From an optimization exercise on the open Yosys and OpenROAD flow, aimed at a short achievable clock period and few clock cycles per item; shortcuts taken in it are not production practice.
Only simulation tests tie the RTL to the original design; equivalence was not proved.
Power figures rest on the tool's default switching activity, not on a simulated workload.

--- flow/config.mk ---
export PLATFORM = sky130hd
export DESIGN_NAME = sha1_message_digest
export DESIGN_NICKNAME = sha1_message_digest
export VERILOG_FILES = /design/flow/design.v
export SDC_FILE = /design/flow/constraint.sdc
export NUM_CORES = 4
export LEC_CHECK = 0
export CAP_MARGIN = 20
export CORE_MARGIN = 2
export CORE_UTILIZATION = 45
export PLACE_DENSITY = 0.6
export SETUP_SLACK_MARGIN = 4.5
export SLEW_MARGIN = 20
export TNS_END_PERCENT = 20
--- flow/constraint.sdc ---
create_clock -name core_clock -period 7.5 [get_ports {clk}]
set_input_delay 1.5000 -clock core_clock [delete_from_list [all_inputs] [get_ports {clk}]]
set_output_delay 1.5000 -clock core_clock [all_outputs]
set_load 0.01 [all_outputs]
--- flow/design.v ---
package sha1md_pkg;
  localparam int N_ENG = 3;    
  localparam int N_BUF = 6;    
  localparam logic [1:0] BSEL_IN   = 2'd0;
  localparam logic [1:0] BSEL_MARK = 2'd1;
  localparam logic [1:0] BSEL_ZERO = 2'd2;
  localparam logic [1:0] BSEL_LEN  = 2'd3;
  localparam logic [1:0] FN_CH   = 2'd0;
  localparam logic [1:0] FN_PAR1 = 2'd1;
  localparam logic [1:0] FN_MAJ  = 2'd2;
  localparam logic [1:0] FN_PAR3 = 2'd3;
  localparam logic [7:0] PAD_MARK_BYTE = 8'h80;
  typedef struct packed {
    logic       put;         
    logic [1:0] bsel;        
    logic       start;       
    logic       round;       
    logic [1:0] fn;          
    logic       add;         
    logic       out_shift;   
    logic [2:0] out_idx;     
    logic       clear;       
  } sha1md_cmd_t;
  typedef struct packed {
    logic pos_last;      
    logic pos_pre_len;   
  } sha1md_sts_t;
  function automatic logic [31:0] init_word(input logic [2:0] idx);
    logic [31:0] w;
    case (idx)
      3'd0:    w = 32'h67452301;
      3'd1:    w = 32'hefcdab89;
      3'd2:    w = 32'h98badcfe;
      3'd3:    w = 32'h10325476;
      3'd4:    w = 32'hc3d2e1f0;
      default: w = 32'h0;
    endcase
    init_word = w;
  endfunction
  function automatic logic [31:0] k_const(input logic [1:0] fn);
    logic [31:0] k;
    case (fn)
      FN_CH:   k = 32'h5A827999;
      FN_PAR1: k = 32'h6ED9EBA1;
      FN_MAJ:  k = 32'h8F1BBCDC;
      FN_PAR3: k = 32'hCA62C1D6;
      default: k = 32'h0;
    endcase
    k_const = k;
  endfunction
  function automatic logic [31:0] add3(input logic [31:0] x, input logic [31:0] y,
                                       input logic [31:0] z);
    logic [31:0] s, c;
    s = x ^ y ^ z;
    c = (x & y) | (x & z) | (y & z);
    add3 = s + {c[30:0], 1'b0};
  endfunction
  function automatic logic [31:0] f_func(input logic [1:0] fn, input logic [31:0] b,
                                         input logic [31:0] c, input logic [31:0] d);
    logic [31:0] f;
    case (fn)
      FN_CH:   f = (b & c) | (~b & d);
      FN_MAJ:  f = (b & c) | (b & d) | (c & d);
      FN_PAR1: f = b ^ c ^ d;
      FN_PAR3: f = b ^ c ^ d;
      default: f = 32'h0;
    endcase
    f_func = f;
  endfunction
endpackage
module sha1md_ctrl (
  input  logic        clk,
  input  logic        rst_n,
  input  logic        in_valid,
  output logic        in_stall,
  input  logic [7:0]  in_data_byte,
  input  logic        in_has_byte,
  input  logic        in_end_of_message,
  output logic [sha1md_pkg::N_ENG-1:0]        q_valid,
  output logic [sha1md_pkg::N_ENG-1:0][2:0]   q_idx,
  output logic [sha1md_pkg::N_BUF-1:0][31:0]  bw0,
  output logic [sha1md_pkg::N_ENG-1:0][6:0]   q_nb,
  output logic [sha1md_pkg::N_ENG-1:0]        q_eom,
  input  logic [sha1md_pkg::N_ENG-1:0]        q_pop,
  input  logic [sha1md_pkg::N_ENG-1:0][sha1md_pkg::N_BUF-1:0] q_shift,
  input  logic [sha1md_pkg::N_ENG-1:0][sha1md_pkg::N_BUF-1:0] q_free
);
  localparam int NE = sha1md_pkg::N_ENG;
  localparam int NB = sha1md_pkg::N_BUF;
  logic [NB-1:0][6:0]   tnb_r;
  logic [NB-1:0]        teom_r;
  logic [NB-1:0]        free_r;
  logic [2:0]           cb_r;
  logic                 cbv_r;
  logic [5:0]           pos_r;
  logic [63:0]          pos_oh_r;      
  logic [NB-1:0]        cb_oh_r;       
  logic [1:0]           me_r;
  logic                 stall_r;
  logic [NE-1:0][2:0]   qw_r, qr_r;    
  assign in_stall = stall_r;
  logic take, has, eomt, full, complete;
  logic [6:0]  nb_c;
  assign take     = in_valid && !stall_r;
  assign has      = take && in_has_byte;
  assign eomt     = take && in_end_of_message;
  assign full     = has && pos_oh_r[63];
  assign complete = eomt || full;
  assign nb_c     = {1'b0, pos_r} + {6'd0, in_has_byte};
  logic          any_free, need_alloc, alloc;
  logic [2:0]    fidx;
  always_comb begin
    any_free = 1'b0;
    fidx     = '0;
    for (int i = NB - 1; i >= 0; i--) begin
      if (free_r[i]) begin
        any_free = 1'b1;
        fidx     = 3'(i);
      end
    end
  end
  assign need_alloc = !cbv_r || complete;
  assign alloc      = need_alloc && any_free;
  logic [NB-1:0] popped;
  always_comb begin
    popped = '0;
    for (int e = 0; e < NE; e++)
      popped = popped | q_free[e];
  end
  logic [NB-1:0] shift;
  always_comb begin
    shift = '0;
    for (int e = 0; e < NE; e++) shift = shift | q_shift[e];
  end
  always_ff @(posedge clk) begin
    if (!rst_n) begin
      free_r  <= {{(NB-1){1'b1}}, 1'b0};
      cb_r    <= '0;
      cb_oh_r <= NB'(1);
      cbv_r   <= 1'b1;
      stall_r <= 1'b0;
      pos_r   <= '0;
      pos_oh_r <= 64'd1;
      me_r    <= '0;
      qw_r    <= '0;
      qr_r    <= '0;
    end else begin
      logic [NB-1:0] fr;
      fr = free_r | popped;
      if (alloc) begin
        fr[fidx] = 1'b0;
        cb_r     <= fidx;
        for (int p = 0; p < NB; p++) cb_oh_r[p] <= (fidx == 3'(p));
        cbv_r    <= 1'b1;
        stall_r  <= 1'b0;
      end else if (complete || !cbv_r) begin
        cbv_r    <= 1'b0;
        stall_r  <= 1'b1;
      end else begin
        stall_r  <= 1'b0;
      end
      free_r <= fr;
      if (has) begin
        pos_r  <= pos_r + 6'd1;
        pos_oh_r <= {pos_oh_r[62:0], pos_oh_r[63]};
      end
      if (eomt) begin
        pos_r  <= '0;
        pos_oh_r <= 64'd1;
        me_r   <= (me_r == 2'(NE - 1)) ? 2'd0 : me_r + 2'd1;
      end
      for (int e = 0; e < NE; e++) begin
        if (complete && me_r == 2'(e)) qw_r[e] <= qw_r[e] + 3'd1;
        if (q_pop[e])                  qr_r[e] <= qr_r[e] + 3'd1;
      end
    end
  end
  for (genvar p = 0; p < NB; p++) begin : g_buf
    logic [511:0] bq;       
    assign bw0[p] = bq[511:480];
    for (genvar i = 0; i < 64; i++) begin : g_byte
      if (i < 60) begin : g_mid
        always_ff @(posedge clk)
          if (shift[p])                              bq[511-8*i -: 8] <= bq[479-8*i -: 8];
          else if (has && cb_oh_r[p] && pos_oh_r[i]) bq[511-8*i -: 8] <= in_data_byte;
      end else begin : g_end
        always_ff @(posedge clk)
          if (!shift[p] && has && cb_oh_r[p] && pos_oh_r[i]) bq[511-8*i -: 8] <= in_data_byte;
      end
    end
  end
  always_ff @(posedge clk) begin
    if (complete) begin
      tnb_r[cb_r]  <= nb_c;
      teom_r[cb_r] <= eomt;
    end
  end
  for (genvar e = 0; e < NE; e++) begin : g_qm
    logic [23:0] qm;        
    logic [2:0]  hb;        
    for (genvar k = 0; k < 8; k++) begin : g_ent
      always_ff @(posedge clk)
        if (complete && me_r == 2'(e) && qw_r[e] == 3'(k)) qm[3*k +: 3] <= cb_r;
    end
    assign hb         = qm[3*qr_r[e] +: 3];
    assign q_valid[e] = (qw_r[e] != qr_r[e]);
    assign q_idx[e]   = hb;
    assign q_nb[e]    = tnb_r[hb];
    assign q_eom[e]   = teom_r[hb];
  end
endmodule
module sha1md_out (
  input  logic        clk,
  input  logic        rst_n,
  input  logic [sha1md_pkg::N_ENG-1:0]        hold_v,
  input  logic [sha1md_pkg::N_ENG-1:0][159:0] hold_q,
  output logic [sha1md_pkg::N_ENG-1:0]        hold_rel,
  output logic        out_valid,
  input  logic        out_stall,
  output logic [31:0] out_digest_word,
  output logic [2:0]  out_word_index,
  output logic        out_final_word
);
  localparam int NE = sha1md_pkg::N_ENG;
  logic [1:0]  oe_r;
  logic [2:0]  wi_r;
  logic        ov_r, of_r;
  logic [31:0] ow_r;
  logic [2:0]  oi_r;
  assign out_valid       = ov_r;
  assign out_digest_word = ow_r;
  assign out_word_index  = oi_r;
  assign out_final_word  = of_r;
  logic adv, avail;
  logic [159:0] hq;
  assign adv   = !ov_r || !out_stall;
  assign avail = hold_v[oe_r];
  assign hq    = hold_q[oe_r];
  always_comb begin
    hold_rel = '0;
    if (adv && avail && wi_r == 3'd4) hold_rel[oe_r] = 1'b1;
  end
  always_ff @(posedge clk) begin
    if (!rst_n) begin
      oe_r <= '0;
      wi_r <= '0;
      ov_r <= 1'b0;
    end else if (adv) begin
      ov_r <= avail;
      if (avail) begin
        if (wi_r == 3'd4) begin
          wi_r <= '0;
          oe_r <= (oe_r == 2'(NE - 1)) ? 2'd0 : oe_r + 2'd1;
        end else begin
          wi_r <= wi_r + 3'd1;
        end
      end
    end
  end
  always_ff @(posedge clk) begin
    if (adv) begin
      ow_r <= hq[32*wi_r +: 32];
      oi_r <= wi_r;
      of_r <= (wi_r == 3'd4);
    end
  end
endmodule
module sha1md_engine (
  input  logic         clk,
  input  logic         rst_n,
  input  logic         q_valid,
  input  logic [2:0]   q_idx,       
  input  logic [6:0]   q_nb,        
  input  logic         q_eom,       
  output logic         q_pop,
  output logic [sha1md_pkg::N_BUF-1:0] q_shift,   
  output logic [sha1md_pkg::N_BUF-1:0] q_free,    
  input  logic [sha1md_pkg::N_BUF-1:0][31:0] bw0,   
  input  logic         hold_rel,
  output logic         hold_v,
  output logic [159:0] hold_q       
);
  localparam int NB = sha1md_pkg::N_BUF;
  logic s_idle, s_s1, s_s2, s_rnd, s_fin, s_done;
  logic [6:0]  t_r;
  logic [1:0]  g1_r, g2_r;            
  logic [31:0] a_r, b_r, c_r, d_r, e_r, p_r, q_r;
  logic [14:0][31:0] hw_r;            
  logic [31:0] wn_r;                  
  logic        sv_r, sx_r;            
  logic [3:0]  j_r;                   
  logic [4:0][31:0]  h_r;             
  logic [4:0][31:0]  hd_r;            
  logic        last_r, xtra_r, xpad_r;
  logic [54:0] blk_r;                 
  logic [5:0]  lnb_r;                 
  logic          pf_v;
  logic [NB-1:0] pf_sel;
  logic [6:0]    pf_nb;
  logic          pf_eom, pf_last, pf_xtra, pf_xpad;
  function automatic logic [1:0] grp(input logic [6:0] r);
    logic [1:0] g;
    if (r < 7'd20)      g = sha1md_pkg::FN_CH;
    else if (r < 7'd40) g = sha1md_pkg::FN_PAR1;
    else if (r < 7'd60) g = sha1md_pkg::FN_MAJ;
    else                g = sha1md_pkg::FN_PAR3;
    grp = g;
  endfunction
  function automatic logic [31:0] rotl(input logic [31:0] x, input int n);
    rotl = (x << n) | (x >> (32 - n));
  endfunction
  logic [63:0] lbits, xbits;
  logic [54:0] blk_inc;
  assign blk_inc = blk_r + 55'd1;
  assign lbits = {blk_r, pf_nb[5:0], 3'b000};
  assign xbits = xpad_r ? {blk_inc, 6'd0, 3'b000} : {blk_r, lnb_r, 3'b000};
  logic do_load, x_load, fin_hold;
  logic [3:0]  jc;            
  logic [31:0] sel_w, bw, xw_j, sw;
  assign jc = sv_r ? j_r : 4'd0;
  always_comb begin
    sel_w = '0;
    for (int p = 0; p < NB; p++)
      sel_w = sel_w | (bw0[p] & {32{pf_sel[p]}});
  end
  for (genvar k = 0; k < 4; k++) begin : g_byte
    logic [6:0] bi;
    assign bi = {1'b0, jc, 2'(k)};
    assign bw[31-8*k -: 8] =
        (bi < pf_nb)                 ? sel_w[31-8*k -: 8] :
        (pf_eom && bi == pf_nb)      ? 8'h80 :
        (pf_last && jc == 4'd14)     ? lbits[63-8*k -: 8] :
        (pf_last && jc == 4'd15)     ? lbits[31-8*k -: 8] : 8'h00;
  end
  assign xw_j = (jc == 4'd0)  ? {xpad_r, 31'd0} :
                (jc == 4'd14) ? xbits[63:32] :
                (jc == 4'd15) ? xbits[31:0] : 32'd0;
  assign sw = (x_load || (sv_r && sx_r)) ? xw_j : bw;
  logic [31:0] a_sum, w_new;
  logic [4:0][31:0] h_sum, iv;
  assign a_sum = rotl(a_r, 5) + p_r;
  assign w_new = rotl(hw_r[1] ^ hw_r[6] ^ hw_r[12] ^ hw_r[14], 1);    
  for (genvar i = 0; i < 5; i++) begin : g_h
    assign iv[i] = sha1md_pkg::init_word(3'(i));
  end
  assign h_sum[0] = h_r[0] + a_r;
  assign h_sum[1] = h_r[1] + b_r;
  assign h_sum[2] = h_r[2] + c_r;
  assign h_sum[3] = h_r[3] + d_r;
  assign h_sum[4] = h_r[4] + e_r;
  assign fin_hold = s_fin && last_r && !hold_v;    
  assign do_load  = pf_v && !sv_r && (s_idle || (s_fin && (last_r ? !hold_v : !xtra_r)));
  assign x_load   = s_fin && !last_r && xtra_r;    
  assign q_pop    = do_load;
  logic s_end;    
  assign s_end    = sv_r && !sx_r && j_r == 4'd15;
  assign q_shift  = pf_sel & {NB{do_load || (sv_r && !sx_r)}};
  assign q_free   = pf_sel & {NB{s_end}};
  assign hold_q   = hd_r;
  logic [31:0] h4_next;
  assign h4_next = s_idle ? h_r[4] : (last_r ? iv[4] : h_sum[4]);
  always_ff @(posedge clk) begin
    if (!rst_n) begin
      s_idle <= 1'b1;
      s_s1   <= 1'b0;
      s_s2   <= 1'b0;
      s_rnd  <= 1'b0;
      s_fin  <= 1'b0;
      s_done <= 1'b0;
      hold_v <= 1'b0;
      pf_v   <= 1'b0;
      sv_r   <= 1'b0;
      blk_r  <= '0;
      h_r    <= iv;
    end else begin
      if (do_load || x_load) sv_r <= 1'b1;
      else if (sv_r && j_r == 4'd15) sv_r <= 1'b0;
      if (hold_rel) hold_v <= 1'b0;
      if (s_end)                     pf_v <= 1'b0;
      else if (q_valid && !pf_v)     pf_v <= 1'b1;
      if (do_load && !pf_eom)                              blk_r <= blk_inc;
      else if (sv_r && j_r == 4'd15 && (sx_r || pf_last))  blk_r <= '0;
      s_s1  <= do_load || x_load;
      s_s2  <= s_s1;
      s_rnd <= s_s2 || (s_rnd && t_r != 7'd79);
      s_fin <= s_rnd && t_r == 7'd79;
      s_idle <= (s_idle && !do_load)
             || (s_fin && !do_load && !x_load && !(last_r && hold_v))
             || (s_done && !hold_v);
      s_done <= (s_fin && last_r && hold_v) || (s_done && hold_v);
      if (s_fin) begin
        if (fin_hold) begin
          hold_v <= 1'b1;
          h_r    <= iv;
        end else begin
          h_r    <= h_sum;
        end
      end
      if (s_done && !hold_v) begin
        hold_v <= 1'b1;
        h_r    <= iv;
      end
    end
  end
  always_ff @(posedge clk) begin
    if (!pf_v) begin
      for (int p = 0; p < NB; p++) pf_sel[p] <= (q_idx == 3'(p));
      pf_nb   <= q_nb;
      pf_eom  <= q_eom;
      pf_last <= q_eom && (q_nb <= 7'd55);
      pf_xtra <= q_eom && (q_nb >= 7'd56);
      pf_xpad <= (q_nb == 7'd64);
    end
  end
  always_ff @(posedge clk) begin
    if (do_load) begin
      last_r <= pf_last;
      xtra_r <= pf_xtra;
      xpad_r <= pf_xpad;
      lnb_r  <= pf_nb[5:0];
    end else if (x_load) begin
      xtra_r <= 1'b0;
      last_r <= 1'b1;
    end
    if (do_load || x_load) begin
      sx_r <= x_load;
      j_r  <= 4'd1;
    end else if (sv_r) begin
      j_r  <= j_r + 4'd1;
    end
    wn_r <= (do_load || x_load || sv_r) ? sw : w_new;
    if (s_s1 || s_s2 || s_rnd) begin
      hw_r[0] <= wn_r;
      for (int k = 1; k < 15; k++) hw_r[k] <= hw_r[k-1];
    end
    if (fin_hold)               hd_r <= h_sum;
    else if (s_done && !hold_v) hd_r <= h_r;
    p_r <= sha1md_pkg::f_func(g1_r, a_r, rotl(b_r, 30), c_r) + q_r;
    q_r <= sha1md_pkg::add3(c_r, sha1md_pkg::k_const(g2_r), wn_r);
    a_r <= s_rnd ? a_sum : (s_s1 ? h_r[1] : h_r[0]);
    b_r <= s_rnd ? a_r   : (s_s1 ? rotl(h_r[2], 2) : h_r[1]);
    if (s_rnd)      c_r <= rotl(b_r, 30);
    else if (s_s1)  c_r <= h_r[3];
    else if (s_s2)  c_r <= h_r[2];
    else            c_r <= h4_next;
    d_r <= s_rnd ? c_r : h_r[3];
    e_r <= s_rnd ? d_r : h_r[4];
    if (s_rnd) begin
      t_r  <= t_r + 7'd1;
      g1_r <= grp(t_r + 7'd2);
      g2_r <= grp(t_r + 7'd3);
    end else begin
      t_r  <= 7'd0;
      g1_r <= sha1md_pkg::FN_CH;
      g2_r <= sha1md_pkg::FN_CH;
    end
  end
endmodule
module sha1_message_digest (
  input  logic        clk,
  input  logic        rst_n,
  input  logic        in_valid,
  output logic        in_stall,
  input  logic [7:0]  in_data_byte,
  input  logic        in_has_byte,
  input  logic        in_end_of_message,
  output logic        out_valid,
  input  logic        out_stall,
  output logic [31:0] out_digest_word,
  output logic [2:0]  out_word_index,
  output logic        out_final_word
);
  localparam int NE = sha1md_pkg::N_ENG;
  localparam int NB = sha1md_pkg::N_BUF;
  logic [NE-1:0]        q_valid, q_pop, hold_rel, hold_v;
  logic [NE-1:0][NB-1:0] q_free;
  logic [NE-1:0][2:0]   q_idx;
  logic [NB-1:0][31:0]  bw0;
  logic [NE-1:0][NB-1:0] q_shift;
  logic [NE-1:0][6:0]   q_nb;
  logic [NE-1:0]        q_eom;
  logic [NE-1:0][159:0] hold_q;
  sha1md_ctrl u_ctrl (
    .clk               (clk),
    .rst_n             (rst_n),
    .in_valid          (in_valid),
    .in_stall          (in_stall),
    .in_data_byte      (in_data_byte),
    .in_has_byte       (in_has_byte),
    .in_end_of_message (in_end_of_message),
    .q_valid           (q_valid),
    .q_idx             (q_idx),
    .bw0               (bw0),
    .q_nb              (q_nb),
    .q_eom             (q_eom),
    .q_pop             (q_pop),
    .q_shift           (q_shift),
    .q_free            (q_free)
  );
  for (genvar e = 0; e < NE; e++) begin : g_eng
    sha1md_engine u_eng (
      .clk      (clk),
      .rst_n    (rst_n),
      .q_valid  (q_valid[e]),
      .q_idx    (q_idx[e]),
      .bw0      (bw0),
      .q_nb     (q_nb[e]),
      .q_eom    (q_eom[e]),
      .q_pop    (q_pop[e]),
      .q_shift  (q_shift[e]),
      .q_free   (q_free[e]),
      .hold_rel (hold_rel[e]),
      .hold_v   (hold_v[e]),
      .hold_q   (hold_q[e])
    );
  end
  sha1md_out u_out (
    .clk             (clk),
    .rst_n           (rst_n),
    .hold_v          (hold_v),
    .hold_q          (hold_q),
    .hold_rel        (hold_rel),
    .out_valid       (out_valid),
    .out_stall       (out_stall),
    .out_digest_word (out_digest_word),
    .out_word_index  (out_word_index),
    .out_final_word  (out_final_word)
  );
endmodule
--- flow/run.sh ---
#!/bin/bash
# synth_recipe.tcl (not shown) runs the flow's synth.tcl, then flattens the netlist and writes it again
# the make line also repeats each setting of config.mk as NAME=value (left out here)
make -C /OpenROAD-flow-scripts/flow DESIGN_CONFIG=/design/flow/config.mk WORK_HOME=/design/flow/orfs CLKGATE_MAP_FILE= SYNTH_SCRIPT=/design/flow/synth_recipe.tcl finish
==> results of run 1 <==
-- where the power goes --
part | internal, mW | switching [mW]
clock network | 20.2 | 15.4
registers | 54.3 | 5.63
logic | 17.7 | 28.9
-- final timing paths --
| kind | end | slack, ns | cells after the start |
|---|---|---|---|
| worst max register to register | g_eng[2].u_eng.p_r[31] | 3.81 | 15 |
| worst min-delay path | g_eng[0].u_eng.hw_r[281] | 0.35 | 0 |
| worst max-delay path | g_eng[2].u_eng.p_r[31] | 3.81 | 15 |
| worst min register to register | g_eng[0].u_eng.hw_r[281] | 0.35 | 0 |
-- registers in the layout, indices dropped and copies added, names as in the netlist, 21 cells and up --
register / cells
g_eng.u_eng.wn_r: 96
g_eng.u_eng.e_r: 96
u_ctrl.g_buf.bq: 3072
g_eng.u_eng.d_r: 96
u_ctrl.g_qm.qm: 72
g_eng.u_eng.t_r: 21
g_eng.u_eng.hd_r: 480
g_eng.u_eng.p_r: 96
u_ctrl.pos_oh_r: 64
u_ctrl.tnb_r: 42
g_eng.u_eng.blk_r: 165
g_eng.u_eng.h_r: 480
g_eng.u_eng.b_r: 96
g_eng.u_eng.q_r: 96
g_eng.u_eng.c_r: 96
u_out.ow_r: 32
g_eng.u_eng.pf_nb: 21
g_eng.u_eng.a_r: 96
g_eng.u_eng.hw_r: 1440
-- kinds of logic (layout without fill, tap and decap cells) --
group	Yosys count	count (layout)	share of synthesized area [%]
compound gates	8157	8157	17.3
xor+xnor	1172	1172	3.29
fa+ha+maj	1073	1073	4.77
buf+inv	2261	3113	2.82
flops	6827	6827	60.7
mux	753	753	2.71
other cells	0	42	0
simple gates	6000	6051	8.44
-- metrics by stage --
| stage | setup WS, ns | util, % | cells |
|---|---|---|---|
| final | 3.81 | 52.9 | 36400 |
| after global routing | 3.71 | 52.9 | 36400 |
| after CTS | 3.83 | 50.8 | 35800 |
| after detailed placement | 2.29 | 46.5 | 34200 |
| after global placement | 2.30 | 46.5 | 34200 |
| after floorplan | -0.958 | - | 26200 |
-- critical path, stage by stage, from the launching register on --
cell	delay, ns
dfxtp_4	0.38
fa_1	0.56
nand2_2	0.08
o31ai_4	0.11
ha_4	0.26
a211oi_4	0.23
nor2_2	0.09
a211oi_2	0.21
buf_4	0.16
a21bo_4	0.16
a211oi_4	0.08
o21ai_2	0.19
o22ai_2	0.11
o41a_1	0.45
o41a_1	0.34
xnor2_1	0.14
-- area by class of cell --
type                       instances  area (sq um)  area share [%]
antenna                           42           105          0.0288
clock buffer                     955         19400            5.33
clock inverter                   371          3950            1.08
inverter                         511          2010           0.551
multi-input combinational      17200        125000            34.2
sequential                      6827        190000            52.0
tap                             9210         11500            3.16
timing repair buffer            1274         13100            3.59
timing repair inverter             2          13.8         0.00377
-- placed cells by master, fill, tap and decap left out, drive strengths merged, types with 135 or more instances in the layout --
| cell type | instances |
|---|---|
| and2 | 147 |
| nor2b | 162 |
| o22ai | 147 |
| inv | 534 |
| clkbuf | 1010 |
| nand2 | 3087 |
| and3 | 228 |
| nor3 | 227 |
| mux2 | 226 |
| fa | 195 |
| a211oi | 135 |
| mux2i | 477 |
| dfxtp | 1598 |
| nand3 | 323 |
| nor2 | 1316 |
| a22oi | 378 |
| xnor2 | 679 |
| edfxtp | 5229 |
| ha | 871 |
| xor2 | 493 |
| buf | 1202 |
| a21o | 3271 |
| o21ai | 1613 |
| a21oi | 1523 |
| clkinv | 259 |
-- synthesized netlist by cell type, types with 34 or more instances --
library cell / instances
a211oi_1: 135
a21o_1: 3271
a21oi_1: 1522
a221oi_1: 122
a22o_1: 44
a22oi_1: 378
a31oi_1: 128
and2_1: 124
and3_1: 220
buf_1: 175
buf_2: 41
buf_4: 60
clkbuf_1: 1469
dfxtp_1: 1598
edfxtp_1: 5229
fa_1: 195
ha_1: 871
inv_1: 503
mux2_2: 223
mux2i_1: 474
mux4_2: 50
nand2_1: 3085
nand2b_1: 124
nand3_1: 310
nand4_1: 113
nor2_1: 1312
nor2b_1: 160
nor3_1: 221
nor3b_1: 34
nor4_1: 54
o211ai_1: 96
o21a_1: 109
o21ai_0: 1473
o21ai_1: 138
o21bai_1: 98
o221ai_1: 70
o22ai_1: 147
o2bb2ai_1: 46
o31ai_1: 62
or2_2: 39
or3_1: 69
xnor2_1: 679
xor2_1: 493
-- routing by layer --
metal / part of all wire (%) / vias to the layer above / global-route usage [%]
li1: - / 97200 / -
met1: 40 / 107000 / 36.6
met2: 44 / 9411 / 41.5
met3: 7.8 / 2082 / 3.91
met4: 7.4 / 48 / 16.2
met5: 0.032 / - / 0
-- timing repair --
item | 4_1_cts | 5_1_grt
endpoints found under the setup margin | 7962 | 8142
pin swaps | 123 | 798
setup buffers | 183 | 561
gates cloned | 85 | 31
gates resized for setup | 821 | 2468
==> results_dict.tcl, run 1 <==
set metrics [dict create \
    synth_area_sq_um 312000 \
    syn_nets 27300 \
    setup_viol 0 \
    end_kind "flip-flop" \
    grt_max_degree 214 \
    routed_wl_um 1000000 \
    drtIter0Drc 25400 \
    finClkSkew_ns 0.132 \
    htreeDepth 6 \
    synth_top_cell_by_area "edfxtp_1" \
    core_sq_um 690000 \
    synthTopCellsByArea "edfxtp_1, dfxtp_1, a21o_1" \
    grt_pass1_vias 199000 \
    p_leak_nw 144 \
    ys.flop_type "edfxtp_1" \
    hold_buffers 0 \
    layout.nets 27600 \
    holdWs_ns 0.348 \
    gp_congestion 0.983 \
    synth_edf_count 5229 \
    max_slew.worst_pin.slew_ns 1.23 \
    ys_seq_elements 6827 \
    setup_tns_ns 0 \
    crit_fanout 5 \
    worstPathRequired_ns 8.47 \
    async_flop_share_pct 0 \
    via_per_inst 5.93 \
    postLayoutCellArea_sq_um 365000 \
    row_count 305 \
    die_w_um 836 \
    seq_area_frac_synth_pct 60.7 \
    dr_total_vias 216000 \
    antenna_found_initial 89 \
    port_buffers 51 \
    power.density_nw_per_um2 389 \
    groute.usage.overall_pct 27.0 \
    drc_errors 0 \
    ioPinCount 52 \
    critPathLaunch "g_eng[2].u_eng.c_r[1]" \
    drv_cap 0 \
    report.final.slew_viol_count 0 \
    drtPass1Iterations 9 \
    synth_cells 26200 \
    die_y_um 836 \
    die_area_sq_um 699000 \
    gr-total-overflow 0 \
    clockBufferDepth 4 \
    final.fill_count 58300 \
    ir_drop_mv 0.357 \
    drive_gt1_share_pct 17.3 \
    placed_area_sq_um 321000 \
    r2r-start "g_eng[2].u_eng.c_r[1]" \
    ant_nets 0 \
    yosys_warnings 3 \
    ys_types 113 \
    area_growth_pct 17.2 \
    start_util_pct 45.2 \
    power_mw 142 \
    cts.reportedPaths.clkPinSlew_ns 0.06 \
    final_hold_viol_count 0 \
    hpwl_um 663000 \
    hold_class "flip-flop to flip-flop" \
    clock_latency_ns 1.17 \
    slew_headroom_pct 17.7 \
    status "timing/DRC/antenna clean" \
    cts.sinks 6827 \
    syn_area_per_cell_sq_um 11.9 \
    numCtsBuffers 718 \
    cts_tree "done" \
    synth.top_cell.area_share_pct 50.4 \
    max_clock_freq_ghz 0.271 \
    fin_crit_sh_pct 49.3 \
    critPathKind "flip-flop to flip-flop" \
    wl_per_cell_um 27.6 \
    fin_crit_ns 3.69 \
    worstPathArrival_ns 4.67 \
    grt_pass1_wl_um 1410000 \
    start_kind "flip-flop" \
    hp-start "g_eng[0].u_eng.hw_r[249]" \
    cts-root-buf "clkbuf_16" \
    rsz0062_at_grt "true" \
]
Testbench counts, summed over its fixed seeds: cycles 47,464, bytes 45,852.
==> inputs of run 2 (changes only) <==
--- a/flow/design.v
+++ b/flow/design.v
@@ -81,2 +81,3 @@
   output logic [sha1md_pkg::N_BUF-1:0][31:0]  bw0,
+  output logic [sha1md_pkg::N_BUF-1:0][31:0]  bw1,
   output logic [sha1md_pkg::N_ENG-1:0][6:0]   q_nb,
@@ -180,2 +181,3 @@
     assign bw0[p] = bq[511:480];
+    assign bw1[p] = bq[479:448];
     for (genvar i = 0; i < 64; i++) begin : g_byte
@@ -278,2 +280,3 @@
   input  logic [sha1md_pkg::N_BUF-1:0][31:0] bw0,   
+  input  logic [sha1md_pkg::N_BUF-1:0][31:0] bw1,   
   input  logic         hold_rel,
@@ -286,3 +289,4 @@
   logic [1:0]  g1_r, g2_r;            
-  logic [31:0] a_r, b_r, c_r, d_r, e_r, p_r, q_r;
+  logic [31:0] a_r, b_r, c_r, d_r, e_r;
+  logic [31:0] ps_r, pc_r, qs_r, qc_r;    
   logic [14:0][31:0] hw_r;            
@@ -291,2 +295,3 @@
   logic [3:0]  j_r;                   
+  logic [sha1md_pkg::N_BUF-1:0] sa_r, sb_r;   
   logic [4:0][31:0]  h_r;             
@@ -312,4 +317,4 @@
   logic [63:0] lbits, xbits;
-  logic [54:0] blk_inc;
-  assign blk_inc = blk_r + 55'd1;
+  logic [54:0] blk_inc;              
+  logic        sh_r;                  
   assign lbits = {blk_r, pf_nb[5:0], 3'b000};
@@ -319,3 +324,3 @@
   logic [31:0] sel_w, bw, xw_j, sw;
-  assign jc = sv_r ? j_r : 4'd0;
+  assign jc = j_r;
   always_comb begin
@@ -323,3 +328,3 @@
     for (int p = 0; p < NB; p++)
-      sel_w = sel_w | (bw0[p] & {32{pf_sel[p]}});
+      sel_w = sel_w | (bw0[p] & {32{sa_r[p]}}) | (bw1[p] & {32{sb_r[p]}});
   end
@@ -340,3 +345,8 @@
   logic [4:0][31:0] h_sum, iv;
-  assign a_sum = rotl(a_r, 5) + p_r;
+  logic [31:0] fv, kv, ts, tc;
+  assign fv = sha1md_pkg::f_func(g1_r, a_r, rotl(b_r, 30), c_r);
+  assign kv = sha1md_pkg::k_const(g2_r);
+  assign ts = fv ^ qs_r ^ qc_r;
+  assign tc = {((fv[30:0] & qs_r[30:0]) | (fv[30:0] & qc_r[30:0]) | (qs_r[30:0] & qc_r[30:0])), 1'b0};
+  assign a_sum = sha1md_pkg::add3(rotl(a_r, 5), ps_r, pc_r);
   assign w_new = rotl(hw_r[1] ^ hw_r[6] ^ hw_r[12] ^ hw_r[14], 1);    
@@ -346,6 +356,7 @@
   assign h_sum[0] = h_r[0] + a_r;
-  assign h_sum[1] = h_r[1] + b_r;
-  assign h_sum[2] = h_r[2] + c_r;
-  assign h_sum[3] = h_r[3] + d_r;
-  assign h_sum[4] = h_r[4] + e_r;
+  logic [4:1][31:0] hs_r;
+  assign h_sum[1] = hs_r[1];
+  assign h_sum[2] = hs_r[2];
+  assign h_sum[3] = hs_r[3];
+  assign h_sum[4] = hs_r[4];
   assign fin_hold = s_fin && last_r && !hold_v;    
@@ -356,3 +367,3 @@
   assign s_end    = sv_r && !sx_r && j_r == 4'd15;
-  assign q_shift  = pf_sel & {NB{do_load || (sv_r && !sx_r)}};
+  assign q_shift  = pf_sel & {NB{sh_r}};
   assign q_free   = pf_sel & {NB{s_end}};
@@ -372,2 +383,4 @@
       sv_r   <= 1'b0;
+      sh_r   <= 1'b0;
+      j_r    <= 4'd0;
       blk_r  <= '0;
@@ -375,2 +388,6 @@
     end else begin
+      sh_r <= do_load || (sv_r && !sx_r && j_r <= 4'd13);
+      if (do_load || x_load) j_r <= 4'd1;
+      else if (sv_r)         j_r <= j_r + 4'd1;
+      else                   j_r <= 4'd0;
       if (do_load || x_load) sv_r <= 1'b1;
@@ -404,3 +421,11 @@
   end
+  logic [NB-1:0] pfs_next;
+  logic          sv_next;
+  always_comb begin
+    for (int p = 0; p < NB; p++) pfs_next[p] = pf_v ? pf_sel[p] : (q_idx == 3'(p));
+    sv_next = (do_load || x_load) || (sv_r && j_r != 4'd15);
+  end
   always_ff @(posedge clk) begin
+    sa_r <= pfs_next & {NB{!sv_next}};
+    sb_r <= pfs_next & {NB{sv_next}};
     if (!pf_v) begin
@@ -424,17 +449,19 @@
     end
-    if (do_load || x_load) begin
-      sx_r <= x_load;
-      j_r  <= 4'd1;
-    end else if (sv_r) begin
-      j_r  <= j_r + 4'd1;
-    end
+    if (do_load || x_load) sx_r <= x_load;
     wn_r <= (do_load || x_load || sv_r) ? sw : w_new;
-    if (s_s1 || s_s2 || s_rnd) begin
-      hw_r[0] <= wn_r;
-      for (int k = 1; k < 15; k++) hw_r[k] <= hw_r[k-1];
-    end
+    blk_inc <= blk_r + 55'd1;
+    hs_r[1] <= h_r[1] + a_r;
+    hs_r[2] <= h_r[2] + rotl(b_r, 30);
+    hs_r[3] <= h_r[3] + c_r;
+    hs_r[4] <= h_r[4] + d_r;
+    hw_r[0] <= wn_r;
+    for (int k = 1; k < 15; k++) hw_r[k] <= hw_r[k-1];
     if (fin_hold)               hd_r <= h_sum;
     else if (s_done && !hold_v) hd_r <= h_r;
-    p_r <= sha1md_pkg::f_func(g1_r, a_r, rotl(b_r, 30), c_r) + q_r;
-    q_r <= sha1md_pkg::add3(c_r, sha1md_pkg::k_const(g2_r), wn_r);
+    begin
+      ps_r <= ts;
+      pc_r <= tc;
+      qs_r <= c_r ^ kv ^ wn_r;
+      qc_r <= {((c_r[30:0] & kv[30:0]) | (c_r[30:0] & wn_r[30:0]) | (kv[30:0] & wn_r[30:0])), 1'b0};
+    end
     a_r <= s_rnd ? a_sum : (s_s1 ? h_r[1] : h_r[0]);
@@ -477,3 +504,3 @@
   logic [NE-1:0][2:0]   q_idx;
-  logic [NB-1:0][31:0]  bw0;
+  logic [NB-1:0][31:0]  bw0, bw1;
   logic [NE-1:0][NB-1:0] q_shift;
@@ -493,2 +520,3 @@
     .bw0               (bw0),
+    .bw1               (bw1),
     .q_nb              (q_nb),
@@ -506,2 +534,3 @@
       .bw0      (bw0),
+      .bw1      (bw1),
       .q_nb     (q_nb[e]),
==> run 2 against run 1 <==
- setup slack worse by 0.056 ns
- power down 9.1%
- largest cell class unchanged
- cell count down 0.69%
- register-to-register slack worse by 0.06 ns
- the layout now fails its checks (antenna violations)
- combinational power down about 30%
==> results_dict.tcl, run 2 <==
set metrics [dict create \
    regArea_sq_um 189000 \
    drtPass1Iterations 13 \
    syn_nets 27600 \
    setup_tns_ns 0 \
    gp_congestion 1.01 \
    fin_crit_ns 3.75 \
    clock_power_share_pct 30.4 \
    groute.usage.overall_pct 27.5 \
    gr-total-overflow 0 \
    netlist_top_cells_count "edfxtp_1, dfxtp_1, nand2_1" \
    power_mw 129 \
    cts.sinks 7505 \
    drc_errors 0 \
    worstPathArrival_ns 4.78 \
    start_kind "flip-flop" \
    synth_top_cell_by_area "edfxtp_1" \
    yosys_warnings 3 \
    via_per_inst 5.79 \
    grt_max_degree 201 \
    fin_crit_sh_pct 50.0 \
    worstPathRequired_ns 8.53 \
    start_util_pct 45.2 \
    reg_top3 "u_ctrl.g_buf.bq (3072), g_eng.u_eng.hw_r (1440)" \
    worst-path-buf-inv 1 \
    htreeDepth 6 \
    internal_power_mw 87.8 \
    final.fill_count 59000 \
    grt_pass1_wl_um 1420000 \
    cts-root-buf "clkbuf_16" \
    dr_total_vias 209000 \
    hold_buffers 0 \
    power.density_nw_per_um2 368 \
    p_seq_share_pct 44.5 \
    combPwrFrac_pct 25.1 \
    cts.reportedPaths.clkPinSlew_ns 0.06 \
    grt_pass1_vias 201000 \
    synth.top_cell.area_share_pct 36.6 \
    p_leak_nw 144 \
    seq_area_frac_synth_pct 60.8 \
    ioPinCount 52 \
    area_growth_pct 13.6 \
    die_w_um 833 \
    ys_types 92 \
    row_count 304 \
    synth_area_sq_um 309000 \
    hpwl_um 652000 \
    drive_gt1_share_pct 11.3 \
    clock_latency_ns 1.20 \
    layout.nets 27400 \
    clockBufferDepth 4 \
    die_y_um 833 \
    crit_fanout 4 \
    port_buffers 51 \
    numCtsBuffers 771 \
    slew_headroom_pct 16.7 \
    placed_area_sq_um 318000 \
    sw_frac_of_total_pct 32.1 \
    p_switching_mw 41.4 \
    antenna_found_initial 77 \
    largest_register_ffs 3072 \
    final_cell_mix "edfxtp_1, dfxtp_1, nand2_1" \
    largest_register "u_ctrl.g_buf.bq" \
    synth_edf_count 3771 \
    postLayoutCellArea_sq_um 351000 \
    place_ws_ns 2.56 \
    setup_viol 0 \
    slowest_delay_ns 0.43 \
    crit_end "g_eng[0].u_eng.a_r[31]" \
    ys.flop_type "edfxtp_1" \
    drtIter0Drc 24700 \
    core_sq_um 685000 \
    die_area_sq_um 694000 \
    syn_area_per_cell_sq_um 11.7 \
    crit_family "compound AO/OA/AOI/OAI gates" \
    wl_per_cell_um 27.2 \
    hold_class "flip-flop to flip-flop" \
    cp_num_cells 14 \
    mostFrequentLayoutCell "edfxtp_1" \
    status "complete, but fails checks" \
    max_clock_freq_ghz 0.267 \
    r2r-end "g_eng[0].u_eng.a_r[31]" \
    critPathKind "flip-flop to flip-flop" \
    reg2reg_depth 14 \
    critPathLaunch "g_eng[0].u_eng.a_r[28]" \
    synth_cells 26500 \
    finClkSkew_ns 0.0951 \
    yosysMostFrequentCell "edfxtp_1" \
    end_kind "flip-flop" \
    drv_cap 0 \
    check-failures "antenna violations" \
    async_flop_share_pct 0 \
    final_hold_viol_count 0 \
    report.final.slew_viol_count 0 \
    path_cells "fa_1 > ha_2 > inv_2 > fa_2 > nand2b_4 > a211oi_4 > o211ai_1 > a31oi_4 > a41oi_4 > o21ai_4 > a211o_1 > o311a_1 > or3_1 > a31o_1" \
    ys_seq_elements 7505 \
    cts_tree "done" \
    rrSetupSlack_ns 3.75 \
    cpMaxStageDelayCell "fa_1" \
    ir_drop_mv 0.342 \
    max_slew.worst_pin.slew_ns 1.25 \
    synthTopCellsByArea "edfxtp_1, dfxtp_1, a21o_1" \
    r2r-start "g_eng[0].u_eng.a_r[28]" \
    routed_wl_um 984000 \
    worst_slack_ns 3.75 \
    multi_input_area_sq_um 116000 \
    ant_nets 1 \
    rsz0062_at_grt "true" \
    holdWs_ns 0.286 \
]
-- run 2: per-stage QoR --
stage / utilization [%] / instances
after CTS: 51.0 / 36000
after detailed placement: 46.5 / 34400
after global routing: 51.3 / 36100
after global placement: 46.5 / 34400
after floorplan: - / 26500
final: 51.3 / 36100
-- run 2: worst register-to-register path: cells and delay by family, from the launching register on --
kind            cells  cell delay, ns
fa+ha+maj           3            0.84
flops               1            0.40
compound gates      8            1.90
buf+inv             1            0.06
simple gates        2            0.46
-- run 2: layer usage --
layer | routed length (um) | share of wire, % | track usage [%] | up-vias
met2 | 435000 | 44 | 42.4 | 9453
met1 | 397000 | 40 | 36.3 | 103000
met3 | 82600 | 8.4 | 5.46 | 2559
met4 | 69900 | 7.1 | 15.9 | 34
met5 | 254 | 0.026 | 0.130 | -
li1 | - | - | - | 94100
-- run 2: power groups by stage --
stage	sequential, mW	clock (mW)	combinational, mW
after global placement	58.1	0	28.3
after detailed placement	58.3	0	28.7
after global routing	58.2	41.4	35.0
after CTS	57.5	39.8	31.0
after floorplan	55.8	0	20.0
final	57.5	39.3	32.4
-- run 2: kinds of logic after synthesis --
kind of cell	after synthesis	share of synthesized area [%]
DFF	7505	60.8
buffers and inverters	2643	3.29
muxes	1010	3.53
AOI/OAI and AO/OA	7299	16.1
adders and majority gates	1109	5.40
xor gates and xnor gates	1003	2.84
and+or+nand+nor	5952	8.13
-- run 2: cell type report --
| class | instances | share of cell area (%) |
|---|---|---|
| Antenna cell | 58 | 0.0413 |
| Clock buffer | 1052 | 6.19 |
| Clock inverter | 378 | 1.24 |
| Inverter | 913 | 0.988 |
| Multi-Input combinational cell | 16400 | 33.0 |
| Sequential cell | 7505 | 53.6 |
| Tap cell | 9180 | 3.27 |
| Timing Repair Buffer | 676 | 1.64 |
-- run 2: worst min-delay path by stage --
| stage | from | to | slack [ns] | cells after the start |
|---|---|---|---|---|
| finish | g_eng[0].u_eng.hw_r[368] | g_eng[0].u_eng.hw_r[400] | 0.29 | 0 |
| global route | g_eng[2].u_eng.hw_r[436] | g_eng[2].u_eng.hw_r[468] | 0.30 | 0 |
| CTS | g_eng[2].u_eng.hw_r[436] | g_eng[2].u_eng.hw_r[468] | 0.29 | 0 |
| detailed placement | g_eng[0].u_eng.hw_r[82] | g_eng[0].u_eng.hw_r[114] | 0.31 | 0 |
| global placement | g_eng[2].u_eng.hw_r[84] | g_eng[2].u_eng.hw_r[116] | 0.31 | 0 |
| floorplan | g_eng[0].u_eng.hw_r[68] | g_eng[0].u_eng.hw_r[100] | 0.31 | 0 |
-- run 2: timing repair --
action / 4_1_cts / 5_1_grt
resized for setup: 973 / 286
endpoints found under the setup margin: 4269 / 4691
pin swaps: 227 / 96
gates cloned: 14 / 2
setup buffers: 210 / 68
Testbench counts of run 2, summed over its fixed seeds: cycles 47,464, bytes 45,852.

[port drivers added, routing unchanged]
The flow's constraints put no driver on any port. The routed layouts listed below were extracted and timed again, unchanged, in two steps.
Step 1 sets driving cells, clkbuf_16 on the clock port and buf_2 on the other inputs (assumed; they add their load-dependent delay and slew).
Step 2 also shifts input and output timing later by t, the mid clock arrival at the registers, as if the neighbouring blocks saw the same clock.
a / b / c = no drivers / after step 1 / after step 2; a / b = the first two.
run	t (ns)	setup slack, ns	clock arrival spread, ns	slew at the worst register clock pin (ns)	worst slew at a driven data input, ns
run 1	1.251	3.806 / 3.806 / 3.107	0.144 / 0.144	0.07 / 0.07	0.17
run 2	1.275	3.750 / 3.750 / 2.961	0.122 / 0.122	0.07 / 0.07	0.12
The setup slack of run 2, which loses most, moves by 0.000 ns with the drivers and by -0.789 ns with both steps.
